Source: an optimization exercise on an open RTL-to-GDS flow (aim: small area, a short achievable clock period and few clock cycles per item). Production flows keep margins and buffers that such runs may drop.
Where RTL was checked, it was by simulation tests only, not by an equivalence proof against the original.

==> inputs of trial 48 <==
==> flow/design.v (excerpt) <==
module arc_point_hit_test_core (
  input  logic               clk,
  input  logic               rst_n,
  input  logic               in_valid,
  output logic               in_ready,
  input  logic signed [31:0] in_point_x,
  input  logic signed [31:0] in_point_y,
  output logic               out_valid,
  input  logic               out_ready,
  output logic               out_hit,
  input  logic               cfg_valid,
  output logic               cfg_ready,
  input  logic [2:0]         cfg_index,
  input  logic [31:0]        cfg_wdata
);
==> flow/config.mk <==
export PLATFORM = sky130hd
export DESIGN_NAME = arc_point_hit_test_core
export DESIGN_NICKNAME = arc_point_hit_test_core
export VERILOG_FILES = /design/flow/design.v
export SDC_FILE = /design/flow/constraint.sdc
export NUM_CORES = 4
export LEC_CHECK = 0
export ABC_AREA = 1
export CAP_MARGIN = 20
export CORE_MARGIN = 2
export CORE_UTILIZATION = 50
export SETUP_SLACK_MARGIN = 4.0
export SLEW_MARGIN = 20
==> flow/constraint.sdc <==
create_clock -name core_clock -period 7.5 [get_ports {clk}]
set_input_delay 1.5000 -clock core_clock [delete_from_list [all_inputs] [get_ports {clk}]]
set_output_delay 1.5000 -clock core_clock [all_outputs]
set_load 0.01 [all_outputs]
run.sh (not shown) runs the stock make flow with config.mk's settings and CLKGATE_MAP_FILE= SYNTH_SCRIPT=/design/flow/synth_recipe.tcl, a recipe that flattens the netlist after the stock synthesis.
==> trial 29: changes against trial 48 <==
--- a/flow/design.v
+++ b/flow/design.v
@@ -1569,36 +1569,44 @@
   always_comb begin
     if (ze_r) in_sweep = sa_le_ea ? ge_sa0 : 1'b1;
     else if (sa_le_ea) in_sweep = ge_sa && le_ea;
     else               in_sweep = ge_sa || le_ea;
   end
   assign res_valid = ve_r;
   assign res_hit   = in_sweep && rh_r && rl_r;
-  logic [4:0] owed_r, owed_n;
+  logic [4:0] owed_r, owed_inc, owed_dec;
   logic        ov_r, oh_r, pop;
-  logic [20:0] fq_r;
-  logic [4:0] wp_r, rp_r;
-  logic [4:0] fc_r;
+  logic [21:0] fq_r;
+  logic [4:0] wp_r, rp_r, wp_inc, rp_inc;
   logic        fq_ne, slot_free, push, take_q;
   assign pop       = ov_r && out_ready;
   assign slot_free = !ov_r || out_ready;
-  assign fq_ne     = (fc_r != '0);
+  assign fq_ne     = (wp_r != rp_r);
   assign take_q    = slot_free && fq_ne;
   assign push      = res_valid && !(slot_free && !fq_ne);
-  assign owed_n    = owed_r + {{4{1'b0}}, accept} - {{4{1'b0}}, pop};
+  assign owed_inc  = owed_r + 1'b1;
+  assign owed_dec  = owed_r - 1'b1;
+  assign wp_inc    = (wp_r == 5'd21) ? '0 : wp_r + 1'b1;
+  assign rp_inc    = (rp_r == 5'd21) ? '0 : rp_r + 1'b1;
   always_ff @(posedge clk) begin
     if (!rst_n) begin
-      owed_r <= '0; in_ready_r <= 1'b1; ov_r <= 1'b0; wp_r <= '0; rp_r <= '0; fc_r <= '0;
+      owed_r <= '0; in_ready_r <= 1'b1; ov_r <= 1'b0; wp_r <= '0; rp_r <= '0;
     end else begin
-      owed_r     <= owed_n;
-      in_ready_r <= (owed_n < 5'd22);
+      if (accept && !pop) begin
+        owed_r     <= owed_inc;
+        in_ready_r <= (owed_r < 5'd21);
+      end else if (!accept && pop) begin
+        owed_r     <= owed_dec;
+        in_ready_r <= 1'b1;
+      end else begin
+        in_ready_r <= (owed_r < 5'd22);
+      end
       if (slot_free) ov_r <= fq_ne || res_valid;
-      if (push) wp_r <= (wp_r == 5'd20) ? '0 : wp_r + 1'b1;
-      if (take_q) rp_r <= (rp_r == 5'd20) ? '0 : rp_r + 1'b1;
-      fc_r <= fc_r + {{4{1'b0}}, push} - {{4{1'b0}}, take_q};
+      if (push) wp_r <= wp_inc;
+      if (take_q) rp_r <= rp_inc;
     end
   end
   always_ff @(posedge clk) begin
     if (slot_free) oh_r <= fq_ne ? fq_r[rp_r] : res_hit;
     if (push) fq_r[wp_r] <= res_hit;
   end
   assign out_valid = ov_r;
Settings changed: CTS_BUF_LIST from default to sky130_fd_sc_hd__clkbuf_4 sky130_fd_sc_hd__clkbuf_8, CTS_CLUSTER_DIAMETER from default to 100, CTS_CLUSTER_SIZE from default to 16.
==> notes <==
Trial 29 produced a clean layout. Trial 48 produced a clean layout. Synthesized area is about the same in trial 48 and trial 29. In trial 48 the register-to-register slack is worse than in trial 29, by 0.13 ns. Non-clock buffer count: trial 29 is lower than trial 48 (17). Of trial 29 and trial 48, trial 29 has the higher sequential share of layout area (gap 1.0 points). Between trial 29 and trial 48, the lower worst hold slack is in trial 48 (gap 0.012 ns). Die area is about the same in trial 29 and trial 48. Between trial 48 and trial 29, the lower synthesized cell count is in trial 48 (gap 1.6%, measured against trial 29). In trial 29 the count of clock-buffer cells in the layout is lower than in trial 48, by 89.
==> figures <==
metric                                                                  trial 29                    trial 48
Dpl cell area                                                         116000 µm²                  116000 µm²
XOR/XNOR Fraction of Synth Area                                            14.9%                       15.0%
Setup slack, reg-to-reg                                                  4.06 ns                     3.93 ns
Data arrival time of the critical path                                   4.26 ns                     4.33 ns
CTS clock-pin slew for the worst setup and hold paths                    0.10 ns                     0.06 ns
Met3 demand-to-capacity share in global routing                            2.64%                       3.75%
Slew at the pin with the worst max-slew slack                            1.01 ns                     1.13 ns
Summed instance area of the synthesized netlist                       113000 µm²                  113000 µm²
End of the worst register-to-register path                              x1_r[22]                        rl_r
Number of cells in the design after placement                              17.2k                       17.0k
Result of the run                                        complete, no violations     complete, no violations
CTS Root Cell                                          sky130_fd_sc_hd__clkbuf_8  sky130_fd_sc_hd__clkbuf_16
Launch point of the worst hold path                                      d7_r[3]                     d5_r[0]
Die area                                                              229000 µm²                  229000 µm²
Via count                                                                  94.9k                       96.0k
Fraction of area in clock buffers and inverters                            2.07%                       5.49%
Met3 Routed Length                                                      16000 µm                    18100 µm
HPWL reported at the end of detailed placement                         273000 µm                   301000 µm
Total number of multi-input combinational cells                            10.7k                       10.6k
Testbench counts of trial 29, summed over its fixed seeds: cycles 9,056, items 8,192.
Function not checked in trial 48: the RTL went through the layout flow alone.

## afterwards: timing with drivers on the ports
The flow's constraints put no driver on any port. The routed layouts listed below were extracted and timed again, unchanged, in two steps. Step 1: set_driving_cell puts a clkbuf_16 on clk and a buf_2 on each other input, an assumption about the parent block. Step 2 times the ports against the registers' clock, not the clock port: input delays grow and output delays shrink by t, the midpoint of the rising clock arrivals with the driver on. Three values: no drivers, after step 1, after step 2; two values: the first two.
run	t (ns)	setup slack, ns	pins driven straight from the clock port
trial 48	0.951	3.931 / 3.931 / 3.475	1
trial 29	1.022	4.063 / 4.063 / 3.193	1
After both steps setup and hold are still met in every run listed. For trial 29, which loses most, drivers alone change the setup slack by 0.000 ns; drivers and shift together by -0.870 ns.
